From an optimization exercise on the open Yosys and OpenROAD flow, aimed at small area, a short achievable clock period and few clock cycles; shortcuts taken in it are not production practice. The RTL was checked by simulation tests, not by an equivalence proof against the original design. Power and IR drop assume default switching activity.

===== config.mk =====
export PLATFORM = sky130hd
export DESIGN_NAME = cavlc_residual_top
export DESIGN_NICKNAME = cavlc_residual_top
export VERILOG_FILES = /design/flow/design.v
export SDC_FILE = /design/flow/constraint.sdc
export NUM_CORES = 4
export LEC_CHECK = 0
export CAP_MARGIN = 20
export CORE_MARGIN = 2
export CORE_UTILIZATION = 40
export SETUP_SLACK_MARGIN = 5
export SLEW_MARGIN = 20

===== constraint.sdc =====
create_clock -name core_clock -period 11.0 [get_ports {clk}]
set_input_delay 2.2000 -clock core_clock [delete_from_list [all_inputs] [get_ports {clk}]]
set_output_delay 2.2000 -clock core_clock [all_outputs]
set_load 0.01 [all_outputs]

===== design.v =====
package cavlc_coeff_pkg;
	typedef union packed {
		logic signed [16-1:0][16-1:0] coef;
		logic [8-1:0][256/8-1:0] pair;
	} cavlc_block_u;
endpackage
package cavlc_code_pkg;
	function automatic logic [15:0] level_code_of(
		input logic signed [16-1:0] level,
		input logic adj);
		logic [15:0] code;
		if (level > 0)
			code = 16'(2 * level - 2);
		else
			code = 16'(-2 * level - 1);
		if (adj)
			code = code - 16'd2;
		level_code_of = code;
	endfunction
	function automatic logic [5+12+5-1:0] level_prefix_suffix(
		input  logic [15:0] code,
		input  logic [2:0] sfx_len);
		logic [4:0] prefix;
		logic [12-1:0] suffix;
		logic [5-1:0] len;
		logic [15:0] hi;
		hi = code >> sfx_len;
		if (sfx_len == 3'd0) begin
			if (code < 16'd14) begin
				prefix = code[4:0];
				suffix = '0;
				len = 5'(code + 16'd1);
			end else if (code < 16'd30) begin
				prefix = 5'd14;              
				suffix = 12'(code - 16'd14);
				len = 5'd19;
			end else begin
				prefix = 5'(15);
				suffix = 12'(code - 16'd30);
				len = 5'(15 + 1 + 12);
			end
		end else if (hi < 16'(15)) begin
			prefix = hi[4:0];
			suffix = 12'(code & ((16'd1 << sfx_len) - 16'd1));
			len = 5'(hi + 16'd1 + 16'(sfx_len));
		end else begin
			prefix = 5'(15);
			suffix = 12'(code - (16'(15) << sfx_len));
			len = 5'(15 + 1 + 12);
		end
		level_prefix_suffix = {prefix, suffix, len};
	endfunction
	function automatic logic [2:0] next_suffix_len(
		input logic [2:0] sfx_len,
		input logic [15:0] mag);
		logic [2:0] sl;
		sl = (sfx_len == 3'd0) ? 3'd1 : sfx_len;
		if (mag > (16'd3 << (sl - 3'd1)) && sl < 3'(6))
			sl = sl + 3'd1;
		next_suffix_len = sl;
	endfunction
endpackage
module cavlc_block_scan (
	input  logic         clk,
	input  logic         rst_n,
	input  logic         start_i,
	input  logic [256-1:0] block_i,
	input  logic         adv_i,           
	output logic         busy_o,
	output logic         tok_v_o,         
	output logic         tok_t1_o,        
	output logic         tok_last_o,      
	output logic         tok_first_o,     
	output logic         tok_adj_o,       
	output logic [11:0]  tok_cnt4_o,      
	output logic [15:0]  tok_data_o,      
	output logic [4:0]   tok_sg_o         
);
	logic [256-1:0] blk_q;
	logic [15:0] nz_q;         
	logic [15:0] one_q;        
	logic [15:0] sign_q;       
	logic        run2_q;       
	logic        have_q;       
	logic        first_q;      
	logic        pend_q;       
	logic        adj_q;
	logic        lastnext_q;   
	function automatic logic [3:0] therm_add(input logic [3:0] a, input logic [3:0] b);
		logic [4:0] ta, tb;
		logic [3:0] t;
		ta = {a, 1'b1};    
		tb = {b, 1'b1};
		for (int i = 1; i <= 4; i++) begin
			t[i-1] = 1'b0;
			for (int j = 0; j <= i; j++)
				t[i-1] = t[i-1] | (ta[j] & tb[i-j]);
		end
		therm_add = t;
	endfunction
	function automatic logic [3:0] therm16(input logic [15:0] x);
		logic [31:0] l1;
		logic [15:0] l2;
		logic [7:0]  l3;
		for (int i = 0; i < 8; i++)
			l1[4*i +: 4] = therm_add({3'd0, x[2*i]}, {3'd0, x[2*i+1]});
		for (int i = 0; i < 4; i++)
			l2[4*i +: 4] = therm_add(l1[8*i +: 4], l1[8*i+4 +: 4]);
		for (int i = 0; i < 2; i++)
			l3[4*i +: 4] = therm_add(l2[8*i +: 4], l2[8*i+4 +: 4]);
		therm16 = therm_add(l3[3:0], l3[7:4]);
	endfunction
	function automatic logic [15:0] or_above(input logic [15:0] x);
		logic [15:0] y;
		for (int k = 0; k < 16; k++)
			y[k] = |(x >> (k + 1));
		or_above = y;
	endfunction
	logic [15:0] nz_in, one_in;
	logic [3:0]  th_in;
	logic        ln_in;
	always_comb begin
		for (int k = 0; k < 16; k++) begin
			nz_in[k]  = |block_i[16*k +: 16];
			one_in[k] = block_i[16*k] &
				((block_i[16*k+1 +: 15] == 15'd0) || (block_i[16*k+1 +: 15] == 15'h7fff));
		end
		th_in = therm16(nz_in);
		ln_in = !th_in[1] || (!th_in[2] && (nz_in & ~one_in) == 16'd0);
	end
	logic [15:0] a1, a2, sel2one;
	logic [3:0]  th;
	logic        ge2, ge3, ge4;
	logic [15:0] sel1, t1pos, rem;
	logic        top_one, two, is_t1, last, rem_le1;
	logic [1:0]  t1cnt;
	logic [2:0]  signs;
	logic        s1, s2;
	logic [23:0] c2;
	logic [11:0] c4;
	logic [15:0] coef;
	always_comb begin
		a1  = or_above(nz_q);                  
		a2  = or_above(nz_q & a1);             
		th  = therm16(nz_q);
		ge2 = th[1];
		ge3 = th[2];
		ge4 = th[3];
		sel1    = nz_q & ~a1;
		top_one = (sel1 & one_q) != 16'd0;
		sel2one = nz_q & a1 & ~a2 & one_q;
		t1pos   = sel1 | sel2one;
		two     = sel2one != 16'd0;
		s1 = |(sel1 & sign_q);
		s2 = |(sel2one & sign_q);
		if (first_q) begin
			is_t1 = (nz_q == 16'd0) || top_one;
			t1cnt = (nz_q == 16'd0) ? 2'd0 : (two ? 2'd2 : 2'd1);
			signs = two ? {1'b0, s1, s2} : {2'b0, s1};
		end else begin
			is_t1 = run2_q && top_one;
			t1cnt = 2'd1;
			signs = {2'b0, s1};
		end
		for (int i = 0; i < 8; i++)
			c2[3*i +: 3] = 3'(nz_q[2*i]) + 3'(nz_q[2*i+1]);
		for (int i = 0; i < 4; i++)
			c4[3*i +: 3] = c2[6*i +: 3] + c2[6*i+3 +: 3];
		rem = nz_q & ~((first_q && top_one) ? t1pos : sel1);
		if (first_q && top_one && two) begin
			last    = ~ge3;
			rem_le1 = ~ge4;
		end else begin
			last    = ~ge2;
			rem_le1 = ~ge3;
		end
		coef = '0;
		for (int k = 0; k < 16; k++)
			coef = coef | (blk_q[16*k +: 16] & {16{sel1[k]}});
	end
	logic accept, issue, have_d, lastnext_d;
	assign busy_o = have_q & ~(lastnext_q & adv_i);
	assign accept = start_i & ~busy_o;
	assign issue  = adv_i & have_q;
	always_comb begin
		if (accept) begin
			have_d     = 1'b1;
			lastnext_d = ln_in;
		end else if (issue) begin
			have_d     = ~last;
			lastnext_d = rem_le1;
		end else begin
			have_d     = have_q;
			lastnext_d = lastnext_q;
		end
	end
	always_ff @(posedge clk or negedge rst_n) begin
		if (!rst_n) begin
			have_q     <= 1'b0;
			first_q    <= 1'b0;
			pend_q     <= 1'b0;
			lastnext_q <= 1'b0;
			run2_q     <= 1'b0;
			tok_v_o    <= 1'b0;
		end else begin
			have_q     <= have_d;
			lastnext_q <= lastnext_d;
			if (accept) begin
				first_q    <= 1'b1;
				pend_q     <= 1'b0;
				run2_q     <= 1'b0;
			end else if (issue) begin
				first_q    <= 1'b0;
				pend_q     <= is_t1;
				run2_q     <= first_q && top_one && two;
			end
			if (adv_i)
				tok_v_o <= have_q;
		end
	end
	always_ff @(posedge clk) begin
		if (~busy_o) begin
			blk_q <= block_i;
			nz_q  <= nz_in;
			one_q <= one_in;
			for (int k = 0; k < 16; k++)
				sign_q[k] <= block_i[16*k+15];
		end else if (issue) begin
			nz_q  <= rem;
		end
		if (issue && first_q)
			tok_cnt4_o <= c4;
		if (issue && is_t1)
			adj_q <= first_q;
		if (issue) begin
			tok_t1_o    <= is_t1;
			tok_last_o  <= last;
			tok_first_o <= ~is_t1 & (first_q | pend_q | run2_q);
			tok_adj_o   <= first_q | adj_q | run2_q;
			tok_data_o  <= coef;
			tok_sg_o    <= {t1cnt, signs};
		end
	end
endmodule
module cavlc_level_coder (
	input  logic                     clk,
	input  logic                     rst_n,
	input  logic                     adv_i,
	input  logic                     tok_v_i,
	input  logic                     tok_t1_i,
	input  logic                     tok_last_i,
	input  logic                     tok_first_i,
	input  logic                     tok_adj_i,
	input  logic [11:0]              tok_cnt4_i,    
	input  logic [15:0]              tok_data_i,
	input  logic [4:0]               tok_sg_i,
	output logic                     code_v_o,
	output logic                     code_last_o,
	output logic [12:0]              code_val_o,
	output logic [5-1:0]  code_len_o,
	output logic [5:0]               code_room_o,   
	output logic [5:0]               code_fit_o     
);
	logic [2:0]  sfx_q;
	logic        neg, adj, gt;
	logic [15:0] x, m;
	logic [1:0]  d;
	logic [2:0]  sl, sl1, sl_n;
	logic [6:0]  th;
	logic [4:0]  ncnt;
	logic        ngt10;
	always_comb begin
		neg = tok_data_i[15];
		adj = tok_first_i & tok_adj_i;
		x   = neg ? ~tok_data_i : tok_data_i;
		d   = neg ? {1'b0, adj} : {adj, ~adj};
		m   = x - 16'(d);
		ncnt  = 5'(tok_cnt4_i[2:0]) + 5'(tok_cnt4_i[5:3]) + 5'(tok_cnt4_i[8:6]) + 5'(tok_cnt4_i[11:9]);
		ngt10 = ncnt > 5'd10;
		sl  = tok_first_i ? {2'd0, ngt10 & tok_adj_i} : sfx_q;
		sl1 = tok_first_i ? 3'd1 : sfx_q;
		th  = 7'd3 << (sl1 - 3'd1);
		gt  = neg ? (x >= 16'(th)) : (x > 16'(th));
		sl_n = (gt && sl1 != 3'd6) ? sl1 + 3'd1 : sl1;
	end
	logic        v1_q, t1_q, last1_q, neg_q;
	logic [2:0]  sl_q, j_q;      
	logic [15:0] m_q;        
	always_ff @(posedge clk or negedge rst_n) begin
		if (!rst_n) begin
			v1_q     <= 1'b0;
			code_v_o <= 1'b0;
		end else if (adv_i) begin
			v1_q     <= tok_v_i;
			code_v_o <= v1_q;
		end
	end
	always_ff @(posedge clk) begin
		if (adv_i && tok_v_i) begin
			t1_q    <= tok_t1_i;
			last1_q <= tok_last_i;
			neg_q   <= neg;
			sl_q    <= sl;
			j_q     <= sl1 - 3'd1;
			m_q     <= tok_t1_i ? {11'd0, tok_sg_i} : m;
			if (!tok_t1_i)
				sfx_q <= sl_n;
		end
	end
	logic [15:0] hif;
	logic [10:0] k, e;
	logic        esc;
	logic [12:0] val;
	logic [4:0]  len;
	always_comb begin
		hif = m_q >> j_q;
		esc = (hif[15:4] != 12'd0) || (hif[3:0] == 4'hf);
		k   = 11'd15 << j_q;
		e   = m_q[10:0] - k;
		if (t1_q) begin
			val = {10'd0, m_q[2:0]};
			len = {3'd0, m_q[4:3]};
		end else if (esc) begin
			val = {1'b1, e, neg_q};
			len = 5'd28;
		end else if (sl_q == 3'd0) begin
			if (m_q[3:0] < 4'd7) begin
				val = 13'd1;
				len = {m_q[3:0], neg_q} + 5'd1;
			end else begin
				val = {8'd1, m_q[2:0] + 3'd1, neg_q};    
				len = 5'd19;
			end
		end else begin
			val = {m_q[11:0], neg_q};
			for (int i = 0; i < 13; i++)
				if (i > sl_q)
					val[i] = 1'b0;
			val[sl_q] = 1'b1;
			len = 5'(hif[3:0]) + 5'd1 + 5'(sl_q);
		end
	end
	always_ff @(posedge clk) begin
		if (adv_i && v1_q) begin
			code_last_o <= last1_q;
			code_val_o  <= val;
			code_len_o  <= len;
			code_room_o <= 6'd36 - 6'(len);
			code_fit_o  <= 6'd44 - 6'(len);
		end
	end
endmodule
module cavlc_bit_packer (
	input  logic                       clk,
	input  logic                       rst_n,
	input  logic                       code_v_i,
	input  logic                       code_last_i,
	input  logic [12:0]                code_val_i,
	input  logic [5-1:0]    code_len_i,
	input  logic [5:0]                 code_room_i,   
	input  logic [5:0]                 code_fit_i,    
	input  logic                       flush_i,
	output logic                       adv_o,
	output logic [7:0]                 byte_o,
	output logic                       byte_we_o,
	output logic                       block_done_o,
	output logic [9-1:0] block_bits_o
);
	localparam int W = 36;
	logic [W-1:0] acc_q, acc_d, placed;
	logic [5:0]   cnt_q, c1;
	logic [5:0]   pos;
	logic         drain, consume;
	logic [9-1:0] bsum_q;
	logic [7:0]   byte_q;
	logic         byte_we_q, done_q;
	logic [5:0]   cnt_d;
	assign drain   = cnt_q >= 6'd8;
	assign c1      = drain ? cnt_q - 6'd8 : cnt_q;
	assign adv_o   = ~code_v_i | (cnt_q <= code_fit_i);
	assign consume = code_v_i & adv_o;
	logic [9-1:0] bsum_b;
	always_comb begin
		if (consume) begin
			pos    = code_room_i - c1;
			placed = W'(code_val_i) << pos;
			cnt_d  = c1 + 6'(code_len_i);
		end else if (flush_i) begin
			pos    = 6'(W - 1) - c1;
			placed = W'(1) << pos;
			cnt_d  = {c1[5:3] + 3'd1, 3'd0};
		end else begin
			pos    = '0;
			placed = '0;
			cnt_d  = c1;
		end
		acc_d  = (drain ? acc_q << 8 : acc_q) | placed;
		bsum_b = done_q ? '0 : bsum_q;
	end
	always_ff @(posedge clk or negedge rst_n) begin
		if (!rst_n) begin
			acc_q     <= '0;
			cnt_q     <= '0;
			byte_we_q <= 1'b0;
			done_q    <= 1'b0;
			bsum_q    <= '0;
		end else begin
			acc_q     <= acc_d;
			cnt_q     <= cnt_d;
			byte_we_q <= drain;
			done_q    <= consume & code_last_i;
			bsum_q    <= consume ? bsum_b + 9'(code_len_i) : bsum_b;
		end
	end
	always_ff @(posedge clk) begin
		if (drain)
			byte_q <= acc_q[W-1 -: 8];
	end
	assign byte_o       = byte_q;
	assign byte_we_o    = byte_we_q;
	assign block_done_o = done_q;
	assign block_bits_o = bsum_q;
endmodule
module cavlc_residual_top (
	input  logic                       clk,
	input  logic                       rst_n,
	input  logic                       start_i,
	input  logic [256-1:0]    block_i,      
	input  logic                       flush_i,
	output logic                       busy_o,
	output logic [7:0]                 byte_o,
	output logic                       byte_we_o,
	output logic                       block_done_o,
	output logic [9-1:0] block_bits_o
);
	logic        adv;
	logic        tok_v, tok_t1, tok_last, tok_first, tok_adj;
	logic [11:0] tok_cnt4;
	logic [15:0] tok_data;
	logic [4:0]  tok_sg;
	logic        code_v, code_last;
	logic [12:0] code_val;
	logic [5-1:0] code_len;
	logic [5:0]  code_room, code_fit;
	cavlc_block_scan cavlc_block_scan_inst (
		.clk         (clk),
		.rst_n       (rst_n),
		.start_i     (start_i),
		.block_i     (block_i),
		.adv_i       (adv),
		.busy_o      (busy_o),
		.tok_v_o     (tok_v),
		.tok_t1_o    (tok_t1),
		.tok_last_o  (tok_last),
		.tok_first_o (tok_first),
		.tok_adj_o   (tok_adj),
		.tok_cnt4_o  (tok_cnt4),
		.tok_data_o  (tok_data),
		.tok_sg_o    (tok_sg)
	);
	cavlc_level_coder cavlc_level_coder_inst (
		.clk         (clk),
		.rst_n       (rst_n),
		.adv_i       (adv),
		.tok_v_i     (tok_v),
		.tok_t1_i    (tok_t1),
		.tok_last_i  (tok_last),
		.tok_first_i (tok_first),
		.tok_adj_i   (tok_adj),
		.tok_cnt4_i  (tok_cnt4),
		.tok_data_i  (tok_data),
		.tok_sg_i    (tok_sg),
		.code_v_o    (code_v),
		.code_last_o (code_last),
		.code_val_o  (code_val),
		.code_len_o  (code_len),
		.code_room_o (code_room),
		.code_fit_o  (code_fit)
	);
	cavlc_bit_packer cavlc_bit_packer_inst (
		.clk          (clk),
		.rst_n        (rst_n),
		.code_v_i     (code_v),
		.code_last_i  (code_last),
		.code_val_i   (code_val),
		.code_len_i   (code_len),
		.code_room_i  (code_room),
		.code_fit_i   (code_fit),
		.flush_i      (flush_i),
		.adv_o        (adv),
		.byte_o       (byte_o),
		.byte_we_o    (byte_we_o),
		.block_done_o (block_done_o),
		.block_bits_o (block_bits_o)
	);
endmodule

===== run.sh =====
#!/bin/bash
# synth_recipe.tcl (not shown) runs the flow's synth.tcl, then flattens the netlist and writes it again
# the make line also repeats each setting of config.mk as NAME=value (left out here)
make -C /OpenROAD-flow-scripts/flow DESIGN_CONFIG=/design/flow/config.mk WORK_HOME=/design/flow/orfs CLKGATE_MAP_FILE= SYNTH_SCRIPT=/design/flow/synth_recipe.tcl finish

==> impl_metrics.yaml, run 1 <==
critical_path:
  critPathMaxStageDelay_ns: 0.59
  critPathMaxFanout: 25
  cp-end-kind: "output port"
  crit_path_frequent_cell: "a21oi_1"
  required_ns: 8.80
  crit_chain: "inv_1 -> ha_1 -> a21oi_1 -> a21o_1 -> a21oi_1 -> and2_2 -> o21ai_4 -> clkbuf_16 -> clkinv_4 -> clkdlybuf4s50_1"
  crit_type: "flop to output port"
  arrival_ns: 3.52
  start_kind: "flop"
  crit_slowest_cell: "clkdlybuf4s50_1"
route:
  wl_mm: 71.5
  wl_per_cell_um: 22.5
  drt_iter0_drc: 1953
  viasPerCell: 5.94
  dr.pass1.iters: 8
  ant_nets: 0
  drcViolationCount: 0
  vias: 18900
layout:
  nets: 2726
  post-route-util: 0.497
  syn2layout_area_growth_pct: 22.6
  drive_gt1_frac: 0.0686
grt:
  track_usage: 0.226
  grt_pass1_wl_mm: 110
  antenna_found_initial: 5
  grt_pass1_vias: 18600
  grt_max_degree: 99
  grt-ovfl-total: 0
sta:
  fin_crit_sh: 0.520
  setup_viol: 0
  drv_slew: 0
  rsz0062_at_grt: "false"
  relSlewSlack: 0.337
  clock_skew_ns: 0.0514
  timing.hold.ws_ns: 0.426
  fmax_mhz: 175
  setup_tns_ns: 0
  worst_pin_slew_ns: 0.991
  fin_crit_ns: 5.72
  finalHoldViolCount: 0
synth:
  synth-xor-area-share: 0.0223
  synth-compound-area-share: 0.153
  ys.warnings.count: 3
  yosys.area.top_type: "edfxtp_1"
  synthArstFlopShare: 0.136
  synth_top_area_frac: 0.486
  synth-simple-area-share: 0.150
  ys_top_cells_by_count: "edfxtp_1, nor2_1, nand2_1"
  ys_seq_area_frac: 0.549
  synth.most_common_cell: "edfxtp_1"
  syn_area_per_cell_um2: 11.5
  syn-cell-area_um2: 24000
  synth_cell_type_count: 93
  synth-edff-count: 388
  synth_cells: 2091
  ys_seq_elements: 449
  synth_nets: 2451
  synth_mux_area_frac: 0.0314
  synthTopCellsByArea: "edfxtp_1, dfrtp_1, ha_1"
  ys.flop_type: "edfxtp_1"
  synth_adder_area_share: 0.0611
  synth_top_family_by_area: "compound AO/OA/AOI/OAI gates"
clock_tree:
  clk_path_buf_depth: 3
  clkTransAtPathRegs_ns: 0.06
  root_buffer: "clkbuf_16"
  numCtsBuffers: 49
  ctsHoldBuffers: 0
  cts_sinks: 449
  clock_latency_ns: 0.62
  htree_num_levels: 2
  tritoncts: "yes"
power_and_ir_drop:
  p_seq_frac: 0.335
  p_clk_frac: 0.167
  p_int_mw: 5.66
  power_leakage_nw: 10.5
  swShare: 0.430
  combinationalPowerShare: 0.498
  power_density_nw_per_um2: 338
  p_switching_mw: 4.28
  irDropWorstVdd_mv: 0.223
status:
  outcome: "finished clean"
die:
  core_um2: 59100
  pin_count: 280
  die_h_um: 249
  initial_core_util: 0.406
  rows: 89
  die_x_um: 249
  dieArea_um2: 62000
place:
  gp_congestion: 0.924
  hpwl_mm: 54.4
  io_buffers: 279
worst_hold_path:
  hold_path_class: "flop to flop"
run:
  max_cap_viol_count: 0
## power by group through the flow
stage | sequential [mW] | clock (mW) | combinational [mW]
final | 3.33 | 1.66 | 4.95
after CTS | 3.33 | 1.68 | 4.94
after floorplan | 3.19 | 0 | 3.45
after global routing | 3.41 | 1.74 | 5.51
after global placement | 3.35 | 0 | 4.75
after detailed placement | 3.37 | 0 | 4.85
## through the flow
| stage | area [um2] | power, mW | worst slack (ns) | std cells |
|---|---|---|---|---|
| detailed placement | 27600 | 8.22 | 4.36 | 3084 |
| CTS | 29400 | 9.96 | 5.01 | 3178 |
| global placement | 27600 | 8.10 | 4.46 | 3084 |
| global route | 29400 | 10.7 | 5.09 | 3182 |
| finish | 29400 | 9.94 | 5.28 | 3182 |
| floorplan | 24000 | 6.64 | 6.23 | 2091 |
## critical path, delay by kind of cell, from the launching register on
kind	cells	cell delay (ns)
AO/OA/AOI/OAI	4	0.65
flip-flops	1	0.47
AND/OR/NAND/NOR	1	0.28
buffers and inverters	4	1.08
adder cells (fa/ha/maj)	1	0.45
## final cells by class
type	instances	area [um2]
antenna	2	5.00
clock buffer	60	1310
clock inverter	32	322
fill	5218	29700
inverter	118	448
multi-input combinational	1442	10100
sequential	449	13200
tap	773	967
timing repair buffer	306	3070
## cell usage in the layout, fill, tap and decap left out, types with 13 or more instances in the layout
master / synthesis / final
a21oi_1: 88 / 88
nand3_1: 83 / 83
xnor2_1: 39 / 38
nor3_1: 45 / 43
o22ai_1: 19 / 19
dfrtp_1: 61 / 59
mux2i_1: 55 / 55
o21a_1: 13 / 13
nor4_1: 63 / 61
o221ai_1: 15 / 15
a21o_1: 29 / 29
edfxtp_1: 388 / 388
and2_1: 25 / 23
nor2_1: 137 / 135
inv_1: 116 / 116
buf_4: 0 / 22
o21ai_0: 84 / 84
nand2b_1: 20 / 20
or4_1: 24 / 24
ha_1: 85 / 84
a221oi_1: 51 / 51
xor2_1: 22 / 21
nand2_1: 121 / 121
a222oi_1: 33 / 33
clkbuf_16: 0 / 50
a22oi_1: 56 / 56
nor2b_1: 25 / 25
mux2_2: 14 / 14
fa_1: 15 / 15
a31oi_1: 20 / 20
nand4_1: 73 / 73
clkdlybuf4s50_1: 0 / 278
## flip-flops by register name, summed over array words and instances, names as in the netlist, 4 cells and up
name                               cells
cavlc_block_scan_inst.blk_q          256
cavlc_bit_packer_inst.acc_q           36
cavlc_block_scan_inst.nz_q            16
cavlc_block_scan_inst.one_q           16
cavlc_block_scan_inst.tok_data_o      16
cavlc_level_coder_inst.m_q            16
cavlc_level_coder_inst.code_val_o     13
cavlc_block_scan_inst.tok_cnt4_o      12
cavlc_bit_packer_inst.bsum_q           9
cavlc_bit_packer_inst.byte_q           8
cavlc_bit_packer_inst.cnt_q            6
cavlc_level_coder_inst.code_fit_o      6
cavlc_block_scan_inst.tok_sg_o         4
cavlc_level_coder_inst.code_len_o      4
## layer usage
metal,track usage,vias to the layer above,share of wire
li1,-,8791,-
met1,0.302,9222,0.42
met2,0.383,745,0.49
met3,0.0282,127,0.060
met4,0.0748,6,0.030
met5,0,-,0.00043
## logic make-up after synthesis
family | Yosys count
xor+xnor | 61
fa+ha+maj | 110
flops | 449
mux | 71
simple gates | 685
compound gates | 515
buf+inv | 200
## final timing paths
kind,startpoint,end,slack [ns],depth (start not counted)
max in group asynchronous,rst_n,cavlc_bit_packer_inst.cnt_q[2]$_DFFE_PN0P_,8.57,2
worst min register to register,cavlc_block_scan_inst.tok_last_o$_DFFE_PP_,cavlc_level_coder_inst.last1_q$_DFFE_PP_,0.43,0
worst max-delay path,cavlc_bit_packer_inst.cnt_q[2]$_DFFE_PN0P_,busy_o,5.28,10
min in group asynchronous,rst_n,cavlc_bit_packer_inst.byte_we_q$_DFF_PN0_,1.82,2
worst min-delay path,cavlc_block_scan_inst.tok_last_o$_DFFE_PP_,cavlc_level_coder_inst.last1_q$_DFFE_PP_,0.43,0
worst max register to register,cavlc_block_scan_inst.nz_q[13]$_DFFE_PP_,cavlc_block_scan_inst.lastnext_q$_DFFE_PN0P_,6.76,11
## repair_timing
item,in CTS,in global routing
cloned,2,1
pin swaps,0,1
resized for setup,5,4
buffers inserted,0,1
hold endpoints to repair,0,0
setup endpoints to repair,1,1
Testbench counts, summed over its fixed seeds: cycles 7,048.
==> inputs of run 2 (changes only) <==
--- a/design.v
+++ b/design.v
@@ -67,4 +67,5 @@
 	input  logic [256-1:0] block_i,
 	input  logic         adv_i,           
+	input  logic         adv_safe_i,      
 	output logic         busy_o,
 	output logic         tok_v_o,         
@@ -75,5 +76,7 @@
 	output logic [11:0]  tok_cnt4_o,      
 	output logic [15:0]  tok_data_o,      
-	output logic [4:0]   tok_sg_o         
+	output logic [4:0]   tok_sg_o,        
+	output logic         tok_ab_o,        
+	output logic         tok_s2_o         
 );
 	logic [256-1:0] blk_q;
@@ -87,10 +90,10 @@
 	logic        adj_q;
 	logic        lastnext_q;   
-	function automatic logic [3:0] therm_add(input logic [3:0] a, input logic [3:0] b);
-		logic [4:0] ta, tb;
-		logic [3:0] t;
+	function automatic logic [4:0] therm_add(input logic [4:0] a, input logic [4:0] b);
+		logic [5:0] ta, tb;
+		logic [4:0] t;
 		ta = {a, 1'b1};    
 		tb = {b, 1'b1};
-		for (int i = 1; i <= 4; i++) begin
+		for (int i = 1; i <= 5; i++) begin
 			t[i-1] = 1'b0;
 			for (int j = 0; j <= i; j++)
@@ -99,15 +102,15 @@
 		therm_add = t;
 	endfunction
-	function automatic logic [3:0] therm16(input logic [15:0] x);
-		logic [31:0] l1;
-		logic [15:0] l2;
-		logic [7:0]  l3;
+	function automatic logic [4:0] therm16(input logic [15:0] x);
+		logic [39:0] l1;
+		logic [19:0] l2;
+		logic [9:0]  l3;
 		for (int i = 0; i < 8; i++)
-			l1[4*i +: 4] = therm_add({3'd0, x[2*i]}, {3'd0, x[2*i+1]});
+			l1[5*i +: 5] = therm_add({4'd0, x[2*i]}, {4'd0, x[2*i+1]});
 		for (int i = 0; i < 4; i++)
-			l2[4*i +: 4] = therm_add(l1[8*i +: 4], l1[8*i+4 +: 4]);
+			l2[5*i +: 5] = therm_add(l1[10*i +: 5], l1[10*i+5 +: 5]);
 		for (int i = 0; i < 2; i++)
-			l3[4*i +: 4] = therm_add(l2[8*i +: 4], l2[8*i+4 +: 4]);
-		therm16 = therm_add(l3[3:0], l3[7:4]);
+			l3[5*i +: 5] = therm_add(l2[10*i +: 5], l2[10*i+5 +: 5]);
+		therm16 = therm_add(l3[4:0], l3[9:5]);
 	endfunction
 	function automatic logic [15:0] or_above(input logic [15:0] x);
@@ -117,6 +120,12 @@
 		or_above = y;
 	endfunction
+	function automatic logic [15:0] or_below(input logic [15:0] x);
+		logic [15:0] y;
+		for (int k = 0; k < 16; k++)
+			y[k] = |(x << (16 - k));
+		or_below = y;
+	endfunction
 	logic [15:0] nz_in, one_in;
-	logic [3:0]  th_in;
+	logic [4:0]  th_in;
 	logic        ln_in;
 	always_comb begin
@@ -127,11 +136,11 @@
 		end
 		th_in = therm16(nz_in);
-		ln_in = !th_in[1] || (!th_in[2] && (nz_in & ~one_in) == 16'd0);
+		ln_in = !th_in[1] || (!th_in[2] && (nz_in & ~or_below(nz_in) & one_in) != 16'd0);
 	end
 	logic [15:0] a1, a2, sel2one;
-	logic [3:0]  th;
-	logic        ge2, ge3, ge4;
+	logic [4:0]  th;
+	logic        ge2, ge3, ge4, ge5, botone;
 	logic [15:0] sel1, t1pos, rem;
-	logic        top_one, two, is_t1, last, rem_le1;
+	logic        top_one, two, is_t1, single, last, rem_le1;
 	logic [1:0]  t1cnt;
 	logic [2:0]  signs;
@@ -147,4 +156,6 @@
 		ge3 = th[2];
 		ge4 = th[3];
+		ge5 = th[4];
+		botone = (nz_q & ~or_below(nz_q) & one_q) != 16'd0;
 		sel1    = nz_q & ~a1;
 		top_one = (sel1 & one_q) != 16'd0;
@@ -167,11 +178,12 @@
 		for (int i = 0; i < 4; i++)
 			c4[3*i +: 3] = c2[6*i +: 3] + c2[6*i+3 +: 3];
-		rem = nz_q & ~((first_q && top_one) ? t1pos : sel1);
-		if (first_q && top_one && two) begin
+		single = !first_q && run2_q && top_one;
+		rem = nz_q & ~(single ? sel1 : t1pos);
+		if (!single && two) begin
 			last    = ~ge3;
-			rem_le1 = ~ge4;
+			rem_le1 = ~ge4 || (!is_t1 && botone && !ge5);
 		end else begin
 			last    = ~ge2;
-			rem_le1 = ~ge3;
+			rem_le1 = ~ge3 || (botone && !ge4);
 		end
 		coef = '0;
@@ -179,7 +191,7 @@
 			coef = coef | (blk_q[16*k +: 16] & {16{sel1[k]}});
 	end
-	logic accept, issue, have_d, lastnext_d;
-	assign busy_o = have_q & ~(lastnext_q & adv_i);
-	assign accept = start_i & ~busy_o;
+	logic busy_q, accept, issue, have_d, lastnext_d;
+	assign busy_o = busy_q;
+	assign accept = start_i & ~busy_q;
 	assign issue  = adv_i & have_q;
 	always_comb begin
@@ -202,8 +214,10 @@
 			lastnext_q <= 1'b0;
 			run2_q     <= 1'b0;
+			busy_q     <= 1'b0;
 			tok_v_o    <= 1'b0;
 		end else begin
 			have_q     <= have_d;
 			lastnext_q <= lastnext_d;
+			busy_q     <= have_d & ~(lastnext_d & adv_safe_i);
 			if (accept) begin
 				first_q    <= 1'b1;
@@ -220,5 +234,5 @@
 	end
 	always_ff @(posedge clk) begin
-		if (~busy_o) begin
+		if (~busy_q) begin
 			blk_q <= block_i;
 			nz_q  <= nz_in;
@@ -240,4 +254,6 @@
 			tok_data_o  <= coef;
 			tok_sg_o    <= {t1cnt, signs};
+			tok_ab_o    <= ~is_t1 & two;
+			tok_s2_o    <= s2;
 		end
 	end
@@ -255,10 +271,11 @@
 	input  logic [15:0]              tok_data_i,
 	input  logic [4:0]               tok_sg_i,
+	input  logic                     tok_ab_i,      
+	input  logic                     tok_s2_i,      
 	output logic                     code_v_o,
 	output logic                     code_last_o,
-	output logic [12:0]              code_val_o,
-	output logic [5-1:0]  code_len_o,
-	output logic [5:0]               code_room_o,   
-	output logic [5:0]               code_fit_o     
+	output logic [19:0]              code_val_o,
+	output logic [5:0]               code_len_o,
+	output logic [5:0]               code_room_o    
 );
 	logic [2:0]  sfx_q;
@@ -284,5 +301,6 @@
 		sl_n = (gt && sl1 != 3'd6) ? sl1 + 3'd1 : sl1;
 	end
-	logic        v1_q, t1_q, last1_q, neg_q;
+	logic        v1_q, t1_q, last1_q, neg_q, ab_q, s2_q;
+	logic [2:0]  slb_q;          
 	logic [2:0]  sl_q, j_q;      
 	logic [15:0] m_q;        
@@ -301,4 +319,7 @@
 			last1_q <= tok_last_i;
 			neg_q   <= neg;
+			ab_q    <= tok_ab_i;
+			s2_q    <= tok_s2_i;
+			slb_q   <= sl_n;
 			sl_q    <= sl;
 			j_q     <= sl1 - 3'd1;
@@ -313,4 +334,6 @@
 	logic [12:0] val;
 	logic [4:0]  len;
+	logic [19:0] valt;
+	logic [5:0]  lent;
 	always_comb begin
 		hif = m_q >> j_q;
@@ -341,11 +364,19 @@
 		end
 	end
+	always_comb begin
+		if (ab_q) begin
+			valt = ({7'd0, val} << (slb_q + 3'd1)) | (20'd1 << slb_q) | 20'(s2_q);
+			lent = 6'(len) + 6'(slb_q) + 6'd1;
+		end else begin
+			valt = 20'(val);
+			lent = 6'(len);
+		end
+	end
 	always_ff @(posedge clk) begin
 		if (adv_i && v1_q) begin
 			code_last_o <= last1_q;
-			code_val_o  <= val;
-			code_len_o  <= len;
-			code_room_o <= 6'd36 - 6'(len);
-			code_fit_o  <= 6'd44 - 6'(len);
+			code_val_o  <= valt;
+			code_len_o  <= lent;
+			code_room_o <= 6'd60 - lent;
 		end
 	end
@@ -356,10 +387,10 @@
 	input  logic                       code_v_i,
 	input  logic                       code_last_i,
-	input  logic [12:0]                code_val_i,
-	input  logic [5-1:0]    code_len_i,
+	input  logic [19:0]                code_val_i,
+	input  logic [5:0]                 code_len_i,
 	input  logic [5:0]                 code_room_i,   
-	input  logic [5:0]                 code_fit_i,    
 	input  logic                       flush_i,
 	output logic                       adv_o,
+	output logic                       adv_safe_o,    
 	output logic [7:0]                 byte_o,
 	output logic                       byte_we_o,
@@ -367,33 +398,29 @@
 	output logic [9-1:0] block_bits_o
 );
-	localparam int W = 36;
+	localparam int W = 60;
 	logic [W-1:0] acc_q, acc_d, placed;
-	logic [5:0]   cnt_q, c1;
+	logic [5:0]   c1_q, cnt_d;
 	logic [5:0]   pos;
-	logic         drain, consume;
-	logic [9-1:0] bsum_q;
+	logic         drain_q, consume;
+	logic [9-1:0] bsum_q, bsum_b;
 	logic [7:0]   byte_q;
 	logic         byte_we_q, done_q;
-	logic [5:0]   cnt_d;
-	assign drain   = cnt_q >= 6'd8;
-	assign c1      = drain ? cnt_q - 6'd8 : cnt_q;
-	assign adv_o   = ~code_v_i | (cnt_q <= code_fit_i);
+	assign adv_o   = ~code_v_i | (c1_q <= code_room_i);
 	assign consume = code_v_i & adv_o;
-	logic [9-1:0] bsum_b;
 	always_comb begin
 		if (consume) begin
-			pos    = code_room_i - c1;
+			pos    = code_room_i - c1_q;
 			placed = W'(code_val_i) << pos;
-			cnt_d  = c1 + 6'(code_len_i);
+			cnt_d  = c1_q + 6'(code_len_i);
 		end else if (flush_i) begin
-			pos    = 6'(W - 1) - c1;
+			pos    = 6'(W - 1) - c1_q;
 			placed = W'(1) << pos;
-			cnt_d  = {c1[5:3] + 3'd1, 3'd0};
+			cnt_d  = {c1_q[5:3] + 3'd1, 3'd0};
 		end else begin
 			pos    = '0;
 			placed = '0;
-			cnt_d  = c1;
+			cnt_d  = c1_q;
 		end
-		acc_d  = (drain ? acc_q << 8 : acc_q) | placed;
+		acc_d  = (drain_q ? acc_q << 8 : acc_q) | placed;
 		bsum_b = done_q ? '0 : bsum_q;
 	end
@@ -401,5 +428,6 @@
 		if (!rst_n) begin
 			acc_q     <= '0;
-			cnt_q     <= '0;
+			c1_q      <= '0;
+			drain_q   <= 1'b0;
 			byte_we_q <= 1'b0;
 			done_q    <= 1'b0;
@@ -407,6 +435,7 @@
 		end else begin
 			acc_q     <= acc_d;
-			cnt_q     <= cnt_d;
-			byte_we_q <= drain;
+			drain_q   <= cnt_d >= 6'd8;
+			c1_q      <= (cnt_d >= 6'd8) ? cnt_d - 6'd8 : cnt_d;
+			byte_we_q <= drain_q;
 			done_q    <= consume & code_last_i;
 			bsum_q    <= consume ? bsum_b + 9'(code_len_i) : bsum_b;
@@ -414,7 +443,8 @@
 	end
 	always_ff @(posedge clk) begin
-		if (drain)
+		if (drain_q)
 			byte_q <= acc_q[W-1 -: 8];
 	end
+	assign adv_safe_o   = cnt_d <= 6'd33;
 	assign byte_o       = byte_q;
 	assign byte_we_o    = byte_we_q;
@@ -434,13 +464,14 @@
 	output logic [9-1:0] block_bits_o
 );
-	logic        adv;
+	logic        adv, adv_safe;
 	logic        tok_v, tok_t1, tok_last, tok_first, tok_adj;
 	logic [11:0] tok_cnt4;
 	logic [15:0] tok_data;
 	logic [4:0]  tok_sg;
+	logic        tok_ab, tok_s2;
 	logic        code_v, code_last;
-	logic [12:0] code_val;
-	logic [5-1:0] code_len;
-	logic [5:0]  code_room, code_fit;
+	logic [19:0] code_val;
+	logic [5:0]  code_len;
+	logic [5:0]  code_room;
 	cavlc_block_scan cavlc_block_scan_inst (
 		.clk         (clk),
@@ -449,4 +480,5 @@
 		.block_i     (block_i),
 		.adv_i       (adv),
+		.adv_safe_i  (adv_safe),
 		.busy_o      (busy_o),
 		.tok_v_o     (tok_v),
@@ -457,5 +489,7 @@
 		.tok_cnt4_o  (tok_cnt4),
 		.tok_data_o  (tok_data),
-		.tok_sg_o    (tok_sg)
+		.tok_sg_o    (tok_sg),
+		.tok_ab_o    (tok_ab),
+		.tok_s2_o    (tok_s2)
 	);
 	cavlc_level_coder cavlc_level_coder_inst (
@@ -471,10 +505,11 @@
 		.tok_data_i  (tok_data),
 		.tok_sg_i    (tok_sg),
+		.tok_ab_i    (tok_ab),
+		.tok_s2_i    (tok_s2),
 		.code_v_o    (code_v),
 		.code_last_o (code_last),
 		.code_val_o  (code_val),
 		.code_len_o  (code_len),
-		.code_room_o (code_room),
-		.code_fit_o  (code_fit)
+		.code_room_o (code_room)
 	);
 	cavlc_bit_packer cavlc_bit_packer_inst (
@@ -486,7 +521,7 @@
 		.code_len_i   (code_len),
 		.code_room_i  (code_room),
-		.code_fit_i   (code_fit),
 		.flush_i      (flush_i),
 		.adv_o        (adv),
+		.adv_safe_o   (adv_safe),
 		.byte_o       (byte_o),
 		.byte_we_o    (byte_we_o),
==> run 2 against run 1 <==
Still clean. Via count up 18%. Register-to-register slack worse by 0.80 ns. Sequential power up 5%. Combinational power up 33%. Wire length up 19%. Non-clock buffer count down 2. Cell count up 15%. Clock power up 5%. Critical path depth unchanged. Global-route usage up 0.93 points. Core utilization down 1.1 points. Setup slack better by 0.30 ns. Critical path type is now input port to flop. Highest routed layer unchanged.
==> impl_metrics.yaml, run 2 <==
synth:
  synth-compound-area-share: 0.164
  synth_top_family_by_area: "compound AO/OA/AOI/OAI gates"
  synth_cells: 2514
  synthArstFlopShare: 0.179
  synth-edff-count: 400
  ys_seq_elements: 487
  ys_seq_area_frac: 0.519
  ys.warnings.count: 3
  syn_area_per_cell_um2: 10.9
  synth-xor-area-share: 0.0208
  synth_mux_area_frac: 0.0465
  synth_nets: 2879
  synthTopCellsByArea: "edfxtp_1, dfrtp_1, ha_1"
  syn-cell-area_um2: 27400
  ys_top_cells_by_count: "edfxtp_1, nand2_1, nor2_1"
  synth_adder_area_share: 0.0550
  synth_cell_type_count: 89
  synth.most_common_cell: "edfxtp_1"
  ys.flop_type: "edfxtp_1"
  synth-simple-area-share: 0.162
  yosys.area.top_type: "edfxtp_1"
  synth_top_area_frac: 0.439
clock_tree:
  htree_num_levels: 2
  tritoncts: "yes"
  clock_latency_ns: 0.63
  root_buffer: "clkbuf_16"
  ctsHoldBuffers: 0
  cts_sinks: 487
  post_cts_buffers: 0
  clk_path_buf_depth: 3
  numCtsBuffers: 53
  clkTransAtPathRegs_ns: 0.06
  cts_resized: 0
place:
  io_buffers: 279
  gp_congestion: 0.971
  hpwl_mm: 64.9
  placed_cells: 3570
layout:
  fin_cells: 3670
  largest_register_ffs: 256
  reg.largest.list: "cavlc_block_scan_inst.blk_q: 256 flops, cavlc_bit_packer_inst.acc_q: 60 flops, cavlc_level_coder_inst.code_val_o: 20 flops"
  final_common_cell: "edfxtp_1"
  n_fill_cell: 6046
  nets: 3119
  final_cell_mix: "edfxtp_1, clkdlybuf4s50_1, nand2_1"
  drive_gt1_frac: 0.0662
  regMostFlops: "cavlc_block_scan_inst.blk_q"
  syn2layout_area_growth_pct: 19.7
grt:
  busiest_layer: "met2"
  grt_pass1_wl_mm: 129
  use_met3: 0.0283
  antenna_found_initial: 4
  met2_usage: 0.408
  grt_pass1_vias: 21900
  grtUsageMet1: 0.304
  grt_max_degree: 162
  track_usage: 0.236
  grt-ovfl-total: 0
critical_path:
  critPathMaxFanout: 7
  required_ns: 11.49
  arrival_ns: 5.91
  r2r_cells: 12
  cp-end-kind: "flop"
  crit_type: "input port to flop"
  start_kind: "input port"
route:
  viasPerCell: 6.09
  wl_per_cell_um: 23.1
  ant_nets: 0
  drcViolationCount: 0
  drt_iter0_drc: 2086
  vias: 22300
  wl_mm: 84.8
  dr.pass1.iters: 6
sta:
  timing.hold.ws_ns: 0.418
  drv_slew: 0
  finalHoldViolCount: 0
  fmax_mhz: 185
  clock_skew_ns: 0.0378
  fin_crit_sh: 0.493
  rsz0062_at_grt: "false"
  worst_pin_slew_ns: 1.14
  relSlewSlack: 0.238
  setup_viol: 0
  setup_tns_ns: 0
  fin_crit_ns: 5.42
power_and_ir_drop:
  power_leakage_nw: 11.8
  power_density_nw_per_um2: 360
  power.total_mw: 11.8
  irDropWorstVdd_mv: 0.260
die:
  die_x_um: 266
  pin_count: 280
  die_h_um: 266
  dieArea_um2: 70500
  rows: 95
  initial_core_util: 0.406
  core_um2: 67400
worst_hold_path:
  worstHoldPathCells: 0
  hold_path_class: "flop to flop"
status:
  outcome: "finished clean"
run:
  max_cap_viol_count: 0
run 2: changes by cell type in the layout (fill, tap and decap cells not counted), moves of 16 or more:
cell	change
a21oi_1	+38
a222oi_1	-31
a22o_1	+16
dfrtp_1	+27
mux2i_1	+16
nand2_1	+78
nand4_1	+16
nor2_1	+39
nor2b_1	+17
o211ai_1	+19
o21ai_0	+26
o221ai_1	+25
run 2: final timing paths:
path / start / end / slack (ns)
setup / recovery: block_i[129] / cavlc_block_scan_inst.busy_q$_DFF_PN0_ / 5.58
setup reg to reg: cavlc_block_scan_inst.nz_q[12]$_DFFE_PP_ / cavlc_block_scan_inst.busy_q$_DFF_PN0_ / 5.96
min in group asynchronous: rst_n / cavlc_bit_packer_inst.acc_q[26]$_DFF_PN0_ / 1.56
hold reg to reg: cavlc_block_scan_inst.tok_ab_o$_DFFE_PP_ / cavlc_level_coder_inst.ab_q$_DFFE_PP_ / 0.42
hold / removal: cavlc_block_scan_inst.tok_ab_o$_DFFE_PP_ / cavlc_level_coder_inst.ab_q$_DFFE_PP_ / 0.42
max in group asynchronous: rst_n / cavlc_block_scan_inst.have_q$_DFF_PN0_ / 8.37
run 2: cell type report:
type / count / area, um2 / area share
sequential: 487 / 14200 / 0.433
multi-input combinational: 1790 / 12300 / 0.376
timing repair buffer: 304 / 3010 / 0.0918
clock buffer: 67 / 1440 / 0.0440
tap: 873 / 1090 / 0.0333
inverter: 118 / 450 / 0.0138
clock inverter: 29 / 262 / 0.00798
antenna: 2 / 5.00 / 0.000153
run 2: per-layer routing:
metal  vias to the layer above  part of all wire
met5                         -           0.00032
met4                         4             0.033
met3                       176             0.060
met2                       975              0.50
met1                     10900              0.41
li1                      10300                 -
run 2: cell families (layout without fill, tap and decap cells):
group | after synthesis | in the layout
flops | 487 | 487
other cells | 0 | 2
simple gates | 869 | 869
xor+xnor | 65 | 65
mux | 105 | 105
fa+ha+maj | 112 | 112
buf+inv | 237 | 518
compound gates | 639 | 639
run 2: power breakdown:
part,internal (mW),switching [mW]
combinational,2.41,4.16
sequential,2.95,0.541
clock,0.979,0.760
run 2: critical path, cell delays in order:
cell	delay, ns
clkdlybuf4s50_1	0.44
or4_1	0.52
nor4_1	0.77
nand3_1	0.39
nor4_1	0.53
a22o_1	0.24
a211oi_1	0.08
o32ai_1	0.29
nand2_1	0.18
o221a_2	0.26
run 2: stage by stage:
stage / setup slack (ns) / utilization / cell area, um2
after global placement: 5.12 / 0.460 / 31000
final: 5.58 / 0.486 / 32800
after detailed placement: 5.03 / 0.460 / 31000
after global routing: 5.29 / 0.486 / 32800
after floorplan: 6.11 / - / 27400
after CTS: 5.66 / 0.485 / 32700
Testbench counts of run 2, summed over its fixed seeds: cycles 5,573.
==> inputs of run 3 (changes only) <==
--- a/design.v
+++ b/design.v
@@ -136,5 +136,5 @@
 		end
 		th_in = therm16(nz_in);
-		ln_in = !th_in[1] || (!th_in[2] && (nz_in & ~or_below(nz_in) & one_in) != 16'd0);
+		ln_in = !th_in[1];
 	end
 	logic [15:0] a1, a2, sel2one;
==> run 3 against run 2 <==
Setup slack better by 0.61 ns. Final area decreased by 0.24%. Via count decreased by 3.2%. Critical path type is now flop to flop. Largest cell class unchanged.
==> impl_metrics.yaml, run 3 <==
status:
  outcome: "finished clean"
run:
  max_cap_viol_count: 0
synth:
  syn-cell-area_um2: 27100
  synthArstFlopShare: 0.179
  synth_cell_type_count: 102
  synthTopCellsByArea: "edfxtp_1, dfrtp_1, ha_1"
  synth_cells: 2441
  ys.warnings.count: 3
  synth_nets: 2807
  synth-edff-count: 400
  ys_seq_elements: 487
  synth.most_common_cell: "edfxtp_1"
  ys_top_cells_by_count: "edfxtp_1, nand2_1, nor2_1"
  synth_top_area_frac: 0.443
  ys_seq_area_frac: 0.523
  yosys.area.top_type: "edfxtp_1"
  syn_area_per_cell_um2: 11.1
  ys.flop_type: "edfxtp_1"
layout:
  drive_gt1_frac: 0.0713
  final_cell_mix: "edfxtp_1, clkdlybuf4s50_1, nand2_1"
  syn2layout_area_growth_pct: 20.4
  largest_register_ffs: 256
  final_common_cell: "edfxtp_1"
  n_fill_cell: 5973
  regMostFlops: "cavlc_block_scan_inst.blk_q"
  nets: 3057
  reg.largest.list: "cavlc_block_scan_inst.blk_q: 256 flops, cavlc_bit_packer_inst.acc_q: 60 flops, cavlc_level_coder_inst.code_val_o: 20 flops"
sta:
  clock_skew_ns: 0.0208
  finalHoldViolCount: 0
  setup_tns_ns: 0
  fin_crit_ns: 4.81
  drv_slew: 0
  setup_viol: 0
  fin_crit_sh: 0.437
  rsz0062_at_grt: "false"
  worst_pin_slew_ns: 1.06
  relSlewSlack: 0.287
  fmax_mhz: 208
grt:
  grt-ovfl-total: 0
  grt_pass1_wl_mm: 126
  grt_pass1_vias: 21300
  antenna_found_initial: 3
  grt_max_degree: 119
  track_usage: 0.231
clock_tree:
  htree_num_levels: 2
  numCtsBuffers: 55
  cts_resized: 0
  clock_latency_ns: 0.62
  cts_sinks: 487
  root_buffer: "clkbuf_16"
  ctsHoldBuffers: 0
  post_cts_buffers: 0
  clkTransAtPathRegs_ns: 0.07
  tritoncts: "yes"
  clk_path_buf_depth: 3
power_and_ir_drop:
  power_density_nw_per_um2: 361
  irDropWorstVdd_mv: 0.321
  power_leakage_nw: 11.7
  power.total_mw: 11.8
die:
  pin_count: 280
  initial_core_util: 0.404
  die_x_um: 264
  die_h_um: 264
  dieArea_um2: 69900
  rows: 95
  core_um2: 67200
critical_path:
  cp-end-kind: "flop"
  arrival_ns: 5.18
  required_ns: 11.37
  r2r_cells: 14
  regToRegStartpoint: "cavlc_level_coder_inst.j_q[1]$_DFFE_PP_"
  reg2reg_slack_ns: 6.19
  r2r-end: "cavlc_level_coder_inst.code_room_o[5]$_DFFE_PP_"
  start_kind: "flop"
  crit_type: "flop to flop"
  critPathMaxFanout: 19
route:
  ant_nets: 0
  dr.pass1.iters: 6
  wl_mm: 82.3
  vias: 21600
  viasPerCell: 5.99
  drt_iter0_drc: 2588
  wl_per_cell_um: 22.8
  drcViolationCount: 0
place:
  hpwl_mm: 62.6
  io_buffers: 279
  gp_congestion: 0.954
worst_hold_path:
  hold_path_class: "flop to flop"
  hp-start: "cavlc_block_scan_inst.tok_last_o$_DFFE_PP_"
  worstHoldPathCells: 0
  hold_end: "cavlc_level_coder_inst.last1_q$_DFFE_PP_"
-- run 3: changes by cell type after synthesis, sizes merged, moves of 16 or more --
| cell | before | now |
|---|---|---|
| a21oi | 127 | 101 |
| a221oi | 56 | 33 |
| a222oi | 2 | 32 |
| a22o | 18 | 2 |
| nand4 | 89 | 72 |
| nor2 | 178 | 138 |
-- run 3: area by class of cell --
cell class | count | area, um2 | area share
Antenna cell | 2 | 5.00 | 0.000153
Inverter | 112 | 429 | 0.0131
Clock inverter | 34 | 399 | 0.0122
Tap cell | 873 | 1090 | 0.0334
Clock buffer | 67 | 1450 | 0.0445
Multi-Input combinational cell | 1730 | 12100 | 0.371
Sequential cell | 487 | 14200 | 0.434
Timing Repair Buffer | 305 | 2990 | 0.0914
-- run 3: worst max-delay path by stage --
stage                     depth (start not counted)                                     from                                              end  slack (ns)
final                                            14  cavlc_level_coder_inst.j_q[1]$_DFFE_PP_  cavlc_level_coder_inst.code_room_o[5]$_DFFE_PP_        6.19
after global routing                             14  cavlc_level_coder_inst.j_q[1]$_DFFE_PP_  cavlc_level_coder_inst.code_room_o[5]$_DFFE_PP_        5.74
after CTS                                         8  cavlc_bit_packer_inst.c1_q[0]$_DFF_PN0_    cavlc_block_scan_inst.tok_cnt4_o[0]$_DFFE_PP_        6.01
after detailed placement                         10                             block_i[168]           cavlc_block_scan_inst.busy_q$_DFF_PN0_        5.61
after global placement                           10                             block_i[169]           cavlc_block_scan_inst.busy_q$_DFF_PN0_        5.66
after floorplan                                   4   cavlc_block_scan_inst.busy_q$_DFF_PN0_          cavlc_block_scan_inst.nz_q[9]$_DFFE_PP_        6.28
-- run 3: critical path: stages, from the launching register on --
cell	delay, ns
edfxtp_1	0.77
mux4_2	0.61
a211oi_2	0.24
o221ai_1	0.32
nor2_4	0.40
o221ai_1	0.20
o21ai_0	0.36
inv_1	0.08
ha_1	0.24
fa_1	0.44
xnor2_1	0.15
nand2_1	0.06
o21ai_1	0.22
o311ai_1	0.21
o31a_1	0.27
-- run 3: report_power, final --
part / internal, mW / switching (mW)
sequential: 2.94 / 0.541
clock: 1.11 / 0.772
combinational: 2.37 / 4.07
total: 6.42 / 5.38
-- run 3: kinds of logic after synthesis --
kind of cell | count (synthesis) | synth area share
mux | 103 | 0.0454
buf+inv | 224 | 0.0327
xor+xnor | 68 | 0.0220
fa+ha+maj | 109 | 0.0544
simple gates | 826 | 0.157
flops | 487 | 0.523
compound gates | 624 | 0.166
-- run 3: layer usage --
layer | wire, um | share of wire | track usage | up-vias
li1 | - | - | - | 10100
met1 | 33700 | 0.41 | 0.297 | 10600
met2 | 41300 | 0.50 | 0.405 | 854
met3 | 4870 | 0.059 | 0.0311 | 145
met4 | 2390 | 0.029 | 0.0697 | 4
met5 | 22 | 0.00027 | 0 | -
-- run 3: metrics by stage --
step	hold WS, ns	cells	setup slack, ns	area, um2	util
2_1_floorplan	0.400	2441	6.28	27100	-
3_3_place_gp	0.406	3507	5.66	30800	0.459
3_5_place_dp	0.405	3507	5.61	30800	0.459
4_1_cts	0.420	3608	6.01	32700	0.486
5_1_grt	0.431	3609	5.74	32700	0.487
6_report	0.419	3610	6.19	32700	0.487
Testbench counts of run 3, summed over its fixed seeds: cycles 5,736.
==> inputs of run 4 (changes only) <==
--- a/design.v
+++ b/design.v
@@ -191,7 +191,7 @@
 			coef = coef | (blk_q[16*k +: 16] & {16{sel1[k]}});
 	end
-	logic busy_q, accept, issue, have_d, lastnext_d;
-	assign busy_o = busy_q;
-	assign accept = start_i & ~busy_q;
+	logic busy_q, safe_q, accept, issue, have_d, lastnext_d;
+	assign busy_o = busy_q & ~(first_q & lastnext_q & safe_q);
+	assign accept = start_i & ~busy_o;
 	assign issue  = adv_i & have_q;
 	always_comb begin
@@ -215,9 +215,11 @@
 			run2_q     <= 1'b0;
 			busy_q     <= 1'b0;
+			safe_q     <= 1'b0;
 			tok_v_o    <= 1'b0;
 		end else begin
 			have_q     <= have_d;
 			lastnext_q <= lastnext_d;
-			busy_q     <= have_d & ~(lastnext_d & adv_safe_i);
+			busy_q     <= have_d & ~(~accept & lastnext_d & adv_safe_i);
+			safe_q     <= adv_safe_i;
 			if (accept) begin
 				first_q    <= 1'b1;
@@ -234,5 +236,5 @@
 	end
 	always_ff @(posedge clk) begin
-		if (~busy_q) begin
+		if (~busy_o) begin
 			blk_q <= block_i;
 			nz_q  <= nz_in;
==> run 4 against run 3 <==
Synthesized cell count increased by 1.4%. Clock skew increased by 0.012 ns. Setup slack got worse by 0.57 ns. Critical path depth down 10. Largest power group unchanged. Still clean on timing, DRC and antenna. Critical endpoint is now busy_o. Area after synthesis down 0.15%.
==> impl_metrics.yaml, run 4 <==
status:
  outcome: "finished clean"
synth:
  ys.warnings.count: 3
  synthArstFlopShare: 0.180
  synth_cells: 2476
  syn_area_per_cell_um2: 10.9
  synth.most_common_cell: "edfxtp_1"
  ys.flop_type: "edfxtp_1"
  ys_top_cells_by_count: "edfxtp_1, nand2_1, nor2_1"
  syn-cell-area_um2: 27100
  synth_nets: 2842
  ys_seq_area_frac: 0.525
  synth_top_area_frac: 0.443
  synthTopCellsByArea: "edfxtp_1, dfrtp_1, ha_1"
  synth-edff-count: 400
  yosys.area.top_type: "edfxtp_1"
  synth_cell_type_count: 85
  ys_seq_elements: 488
die:
  rows: 95
  pin_count: 280
  core_um2: 67200
  die_h_um: 264
  initial_core_util: 0.403
  dieArea_um2: 69800
  die_x_um: 264
route:
  drcViolationCount: 0
  wl_mm: 81.9
  ant_nets: 0
  wl_per_cell_um: 22.5
  drt_iter0_drc: 1899
  vias: 21800
  dr.pass1.iters: 6
  viasPerCell: 6.00
clock_tree:
  ctsHoldBuffers: 0
  cts_sinks: 488
  post_cts_buffers: 0
  clkTransAtPathRegs_ns: 0.06
  tritoncts: "yes"
  clock_latency_ns: 0.60
  numCtsBuffers: 53
  htree_num_levels: 2
  clk_path_buf_depth: 3
  cts_resized: 0
  root_buffer: "clkbuf_16"
sta:
  fin_crit_ns: 5.38
  rsz0062_at_grt: "false"
  fin_crit_sh: 0.489
  timing.hold.ws_ns: 0.424
  finalHoldViolCount: 0
  fmax_mhz: 186
  clock_skew_ns: 0.0330
  worst_pin_slew_ns: 1.12
  setup_viol: 0
  setup_tns_ns: 0
  drv_slew: 0
  relSlewSlack: 0.248
layout:
  regMostFlops: "cavlc_block_scan_inst.blk_q"
  nets: 3090
  ff_latch_area_um2: 14200
  reg.largest.list: "cavlc_block_scan_inst.blk_q: 256 flops, cavlc_bit_packer_inst.acc_q: 60 flops, cavlc_level_coder_inst.code_val_o: 20 flops"
  final_cell_mix: "edfxtp_1, clkdlybuf4s50_1, nand2_1"
  n_fill_cell: 6060
  final_common_cell: "edfxtp_1"
  fin_cells: 3642
  multiInputGateArea_um2: 12100
  post-route-util: 0.487
  drive_gt1_frac: 0.0629
  syn2layout_area_growth_pct: 20.7
  largest_register_ffs: 256
grt:
  track_usage: 0.230
  grt_pass1_wl_mm: 127
  antenna_found_initial: 2
  grt_max_degree: 89
  grt_pass1_vias: 21500
  grt-ovfl-total: 0
power_and_ir_drop:
  power.total_mw: 11.5
  irDropWorstVdd_mv: 0.255
  power_leakage_nw: 11.8
  power_density_nw_per_um2: 351
run:
  max_cap_viol_count: 0
place:
  hpwl_mm: 62.4
  io_buffers: 279
  gp_congestion: 0.945
  placed_cells: 3541
worst_hold_path:
  hold_end: "cavlc_level_coder_inst.code_last_o$_DFFE_PP_"
  worstHoldPathCells: 0
  hp-start: "cavlc_level_coder_inst.last1_q$_DFFE_PP_"
  hold_path_class: "flop to flop"
critical_path:
  cp-end-kind: "output port"
  crit_type: "flop to output port"
  r2r_cells: 14
  start_kind: "flop"
  arrival_ns: 3.18
  regToRegStartpoint: "cavlc_level_coder_inst.j_q[0]$_DFFE_PP_"
  r2r-end: "cavlc_level_coder_inst.code_room_o[5]$_DFFE_PP_"
  reg2reg_slack_ns: 6.27
  critPathMaxFanout: 72
  required_ns: 8.80
run 4: cell types whose count changed in the layout (fill, tap and decap cells not counted), sizes merged, moves of 14 or more:
cell / change
nand4: +15
a221o: -18
a221oi: +35
o21a: -15
a22o: +17
a22oi: -14
run 4: per-stage QoR:
step / cell area [um2] / setup WS, ns
after floorplan: 27100 / 5.94
final: 32700 / 5.62
after global routing: 32700 / 5.37
after CTS: 32700 / 5.55
after global placement: 30800 / 6.06
after detailed placement: 30800 / 6.03
run 4: cell type report:
class / instances / share of cell area
inverters: 120 / 0.0138
clock buffers: 71 / 0.0446
flip-flops and latches: 488 / 0.435
multi-input cells: 1753 / 0.369
repair buffers: 308 / 0.0920
diodes: 1 / 0.0000766
well taps: 873 / 0.0334
clock inverters: 28 / 0.0124
run 4: worst max-delay path by stage:
stage	startpoint	to	slack, ns	cells past startpoint
after floorplan	cavlc_block_scan_inst.first_q$_DFFE_PN0P_	cavlc_block_scan_inst.nz_q[11]$_DFFE_PP_	5.94	6
after global placement	block_i[57]	cavlc_block_scan_inst.lastnext_q$_DFF_PN0_	6.06	9
after detailed placement	block_i[88]	cavlc_block_scan_inst.lastnext_q$_DFF_PN0_	6.03	9
after CTS	cavlc_block_scan_inst.first_q$_DFFE_PN0P_	busy_o	5.55	4
after global routing	cavlc_block_scan_inst.first_q$_DFFE_PN0P_	busy_o	5.37	4
final	cavlc_block_scan_inst.first_q$_DFFE_PN0P_	busy_o	5.62	4
run 4: worst max-delay path, cell delays in order (launching register included):
cell	delay (ns)
dfrtp_1	0.49
nand3_1	0.17
nand2_4	0.68
clkinv_1	0.56
clkdlybuf4s50_1	0.67
run 4: logic make-up (layout without fill, tap and decap cells):
kind of cell    Yosys count  after routing  synth area share
simple gates            843            843             0.158
mux                     106            106            0.0451
fa+ha+maj               112            112            0.0556
other cells               0              1                 0
buf+inv                 235            527            0.0330
compound gates          626            626             0.162
xor+xnor                 66             66            0.0213
flops                   488            488             0.525
run 4: routing by layer:
metal	wire length [um]	global-route usage	vias to the layer above
li1	-	-	10200
met5	11	0	-
met3	4130	0.0274	136
met2	40700	0.398	769
met4	2410	0.0682	2
met1	34700	0.304	10800
run 4: power breakdown:
| group | internal, mW | switching (mW) | leakage [nW] | total, mW |
|---|---|---|---|---|
| Clock | 1.15 | 0.743 | 0.902 | 1.89 |
| Sequential | 2.72 | 0.462 | 4.89 | 3.18 |
| Combinational | 2.30 | 4.09 | 6.04 | 6.39 |
| Total | 6.17 | 5.29 | 11.8 | 11.5 |
Testbench counts of run 4, summed over its fixed seeds: cycles 5,736.
==> inputs of run 5 (changes only) <==
--- a/design.v
+++ b/design.v
@@ -191,7 +191,7 @@
 			coef = coef | (blk_q[16*k +: 16] & {16{sel1[k]}});
 	end
-	logic busy_q, safe_q, accept, issue, have_d, lastnext_d;
-	assign busy_o = busy_q & ~(first_q & lastnext_q & safe_q);
-	assign accept = start_i & ~busy_o;
+	logic busy_q, accept, issue, have_d, lastnext_d;
+	assign busy_o = busy_q;
+	assign accept = start_i & ~busy_q;
 	assign issue  = adv_i & have_q;
 	always_comb begin
@@ -215,11 +215,9 @@
 			run2_q     <= 1'b0;
 			busy_q     <= 1'b0;
-			safe_q     <= 1'b0;
 			tok_v_o    <= 1'b0;
 		end else begin
 			have_q     <= have_d;
 			lastnext_q <= lastnext_d;
-			busy_q     <= have_d & ~(~accept & lastnext_d & adv_safe_i);
-			safe_q     <= adv_safe_i;
+			busy_q     <= have_d & ~(lastnext_d & adv_safe_i);
 			if (accept) begin
 				first_q    <= 1'b1;
@@ -236,5 +234,5 @@
 	end
 	always_ff @(posedge clk) begin
-		if (~busy_o) begin
+		if (~busy_q) begin
 			blk_q <= block_i;
 			nz_q  <= nz_in;
==> flow/run.sh (new file) <==
#!/bin/bash
# The standard layout (the standard.sh, all steps unchanged), with
# the port buffers that global placement inserts made of buf_1 cells
# instead of the delay buffers buffer_ports picks by default. Every
# input and output port still gets its own buffer.
set -o pipefail
export BUFFER_PORTS_ARGS="-buffer_cell sky130_fd_sc_hd__buf_1"
cp standard.sh standard_copy.sh.txt
bash standard.sh > standard.log 2>&1
==> standard.sh (new file) <==
#!/bin/bash
# synth_recipe.tcl (not shown) runs the flow's synth.tcl, then flattens the netlist and writes it again
# the make line also repeats each setting of config.mk as NAME=value (left out here)
make -C /OpenROAD-flow-scripts/flow DESIGN_CONFIG=/design/flow/config.mk WORK_HOME=/design/flow/orfs CLKGATE_MAP_FILE= SYNTH_SCRIPT=/design/flow/synth_recipe.tcl "${@:-finish}"
removed: run.sh
==> run 5 against run 4 <==
Largest cell class unchanged. Via count shrank 0.70%. Final area shrank 5.5%. Still clean on timing, DRC and antenna. Critical path type is now flop to flop. Clock power shrank 4%. Total power grew 1.5%. Global-route usage shrank 0.60 points. Sequential power grew 8.8%. Sequential share of layout area grew 2.5 points. Flip-flop and latch count shrank 1. Clock skew grew 0.036 ns. Synthesized cell count shrank 1.4%.
==> impl_metrics.yaml, run 5 <==
synth:
  ys.warnings.count: 3
  synth_top_area_frac: 0.443
  ys_seq_area_frac: 0.523
  synth.most_common_cell: "edfxtp_1"
  synth_nets: 2807
  synth_cells: 2441
  synth_cell_type_count: 102
clock_tree:
  tritoncts: "yes"
  root_buffer: "clkbuf_16"
  numCtsBuffers: 53
  clock_latency_ns: 0.64
  htree_num_levels: 2
critical_path:
  cp-end-kind: "flop"
  critPathMaxStageDelay_ns: 0.78
  crit_type: "flop to flop"
  arrival_ns: 5.07
  critPathMaxFanout: 19
  start_kind: "flop"
  crit_slowest_cell: "edfxtp_1"
  crit_path_frequent_cell: "o221ai_1"
layout:
  final_common_cell: "edfxtp_1"
  final_cell_mix: "edfxtp_1, buf_1, nand2_1"
  nets: 3056
  final_cell_area_um2: 30900
grt:
  grt_pass1_vias: 21100
  antenna_found_initial: 7
  grt-ovfl-total: 0
  grt_max_degree: 131
  met2_usage: 0.378
  grtUsageMet1: 0.287
  track_usage: 0.224
route:
  wl_per_cell_um: 22.4
  drcViolationCount: 0
  ant_nets: 0
  drt_iter0_drc: 2376
place:
  gp_congestion: 0.941
  hpwl_mm: 61.0
  placed_cells: 3508
die:
  pin_count: 280
  rows: 95
  initial_core_util: 0.404
sta:
  clock_skew_ns: 0.0686
  finalHoldViolCount: 0
  timing.hold.ws_ns: 0.418
  fin_crit_sh: 0.431
status:
  outcome: "finished clean"
power_and_ir_drop:
  irDropWorstVdd_mv: 0.254
  power_leakage_nw: 10.9
  power_density_nw_per_um2: 377
==> run 5: per-layer routing <==
metal / up-vias / wire length [um]
met5: - / 33
li1: 10100 / -
met2: 899 / 39300
met4: 4 / 3810
met3: 194 / 4900
met1: 10500 / 32800
==> run 5: power groups by stage <==
stage | logic (mW) | registers (mW) | clock network [mW]
finish | 6.35 | 3.46 | 1.82
global route | 6.97 | 3.54 | 1.92
CTS | 6.28 | 3.47 | 1.85
detailed placement | 6.25 | 3.50 | 0
global placement | 6.15 | 3.48 | 0
floorplan | 4.65 | 3.27 | 0
==> run 5: cell type report <==
class | count | area, um2
Antenna cell | 5 | 12.5
Clock buffer | 75 | 1480
Clock inverter | 22 | 295
Fill cell | 6252 | 36300
Inverter | 112 | 429
Multi-Input combinational cell | 1730 | 12100
Sequential cell | 487 | 14200
Tap cell | 873 | 1090
Timing Repair Buffer | 306 | 1260
==> run 5: worst max-delay path, delay by kind of cell, from the launching register on <==
| kind | cells | cell delay [ns] |
|---|---|---|
| XOR/XNOR | 1 | 0.15 |
| AO/OA/AOI/OAI | 7 | 1.70 |
| AND/OR/NAND/NOR | 2 | 0.42 |
| flip-flops | 1 | 0.78 |
| adder cells (fa/ha/maj) | 2 | 0.70 |
| multiplexers | 1 | 0.60 |
| buffers and inverters | 1 | 0.09 |
==> run 5: through the flow <==
step | setup slack, ns | util
3_5_place_dp | 5.91 | 0.433
2_1_floorplan | 6.28 | -
5_1_grt | 5.95 | 0.460
4_1_cts | 6.30 | 0.459
6_report | 6.26 | 0.460
3_3_place_gp | 5.90 | 0.433
==> run 5: final timing paths <==
kind | from | to | cells past startpoint
max | cavlc_level_coder_inst.j_q[1]$_DFFE_PP_ | cavlc_level_coder_inst.code_room_o[5]$_DFFE_PP_ | 14
min | cavlc_level_coder_inst.last1_q$_DFFE_PP_ | cavlc_level_coder_inst.code_last_o$_DFFE_PP_ | 0
min in group asynchronous | rst_n | cavlc_bit_packer_inst.acc_q[39]$_DFF_PN0_ | 1
min reg2reg | cavlc_level_coder_inst.last1_q$_DFFE_PP_ | cavlc_level_coder_inst.code_last_o$_DFFE_PP_ | 0
max in group asynchronous | rst_n | cavlc_block_scan_inst.tok_v_o$_DFFE_PN0N_ | 2
max reg2reg | cavlc_level_coder_inst.j_q[1]$_DFFE_PP_ | cavlc_level_coder_inst.code_room_o[5]$_DFFE_PP_ | 14
==> run 5: kinds of logic after synthesis <==
kind of cell    Yosys count  share of synthesized area
flops                   487                      0.523
compound gates          624                      0.166
mux                     103                     0.0454
xor+xnor                 68                     0.0220
fa+ha+maj               109                     0.0544
simple gates            826                      0.157
buf+inv                 224                     0.0327
Testbench counts of run 5, summed over its fixed seeds: cycles 5,736.

Check on run 5: ideal ports give 6.261 ns setup slack; a clkbuf_16 on the clock port and buf_2 on the inputs give 6.261 ns; moving port delays by the midpoint clock arrival (0.670 ns) as well gives 5.973 ns.
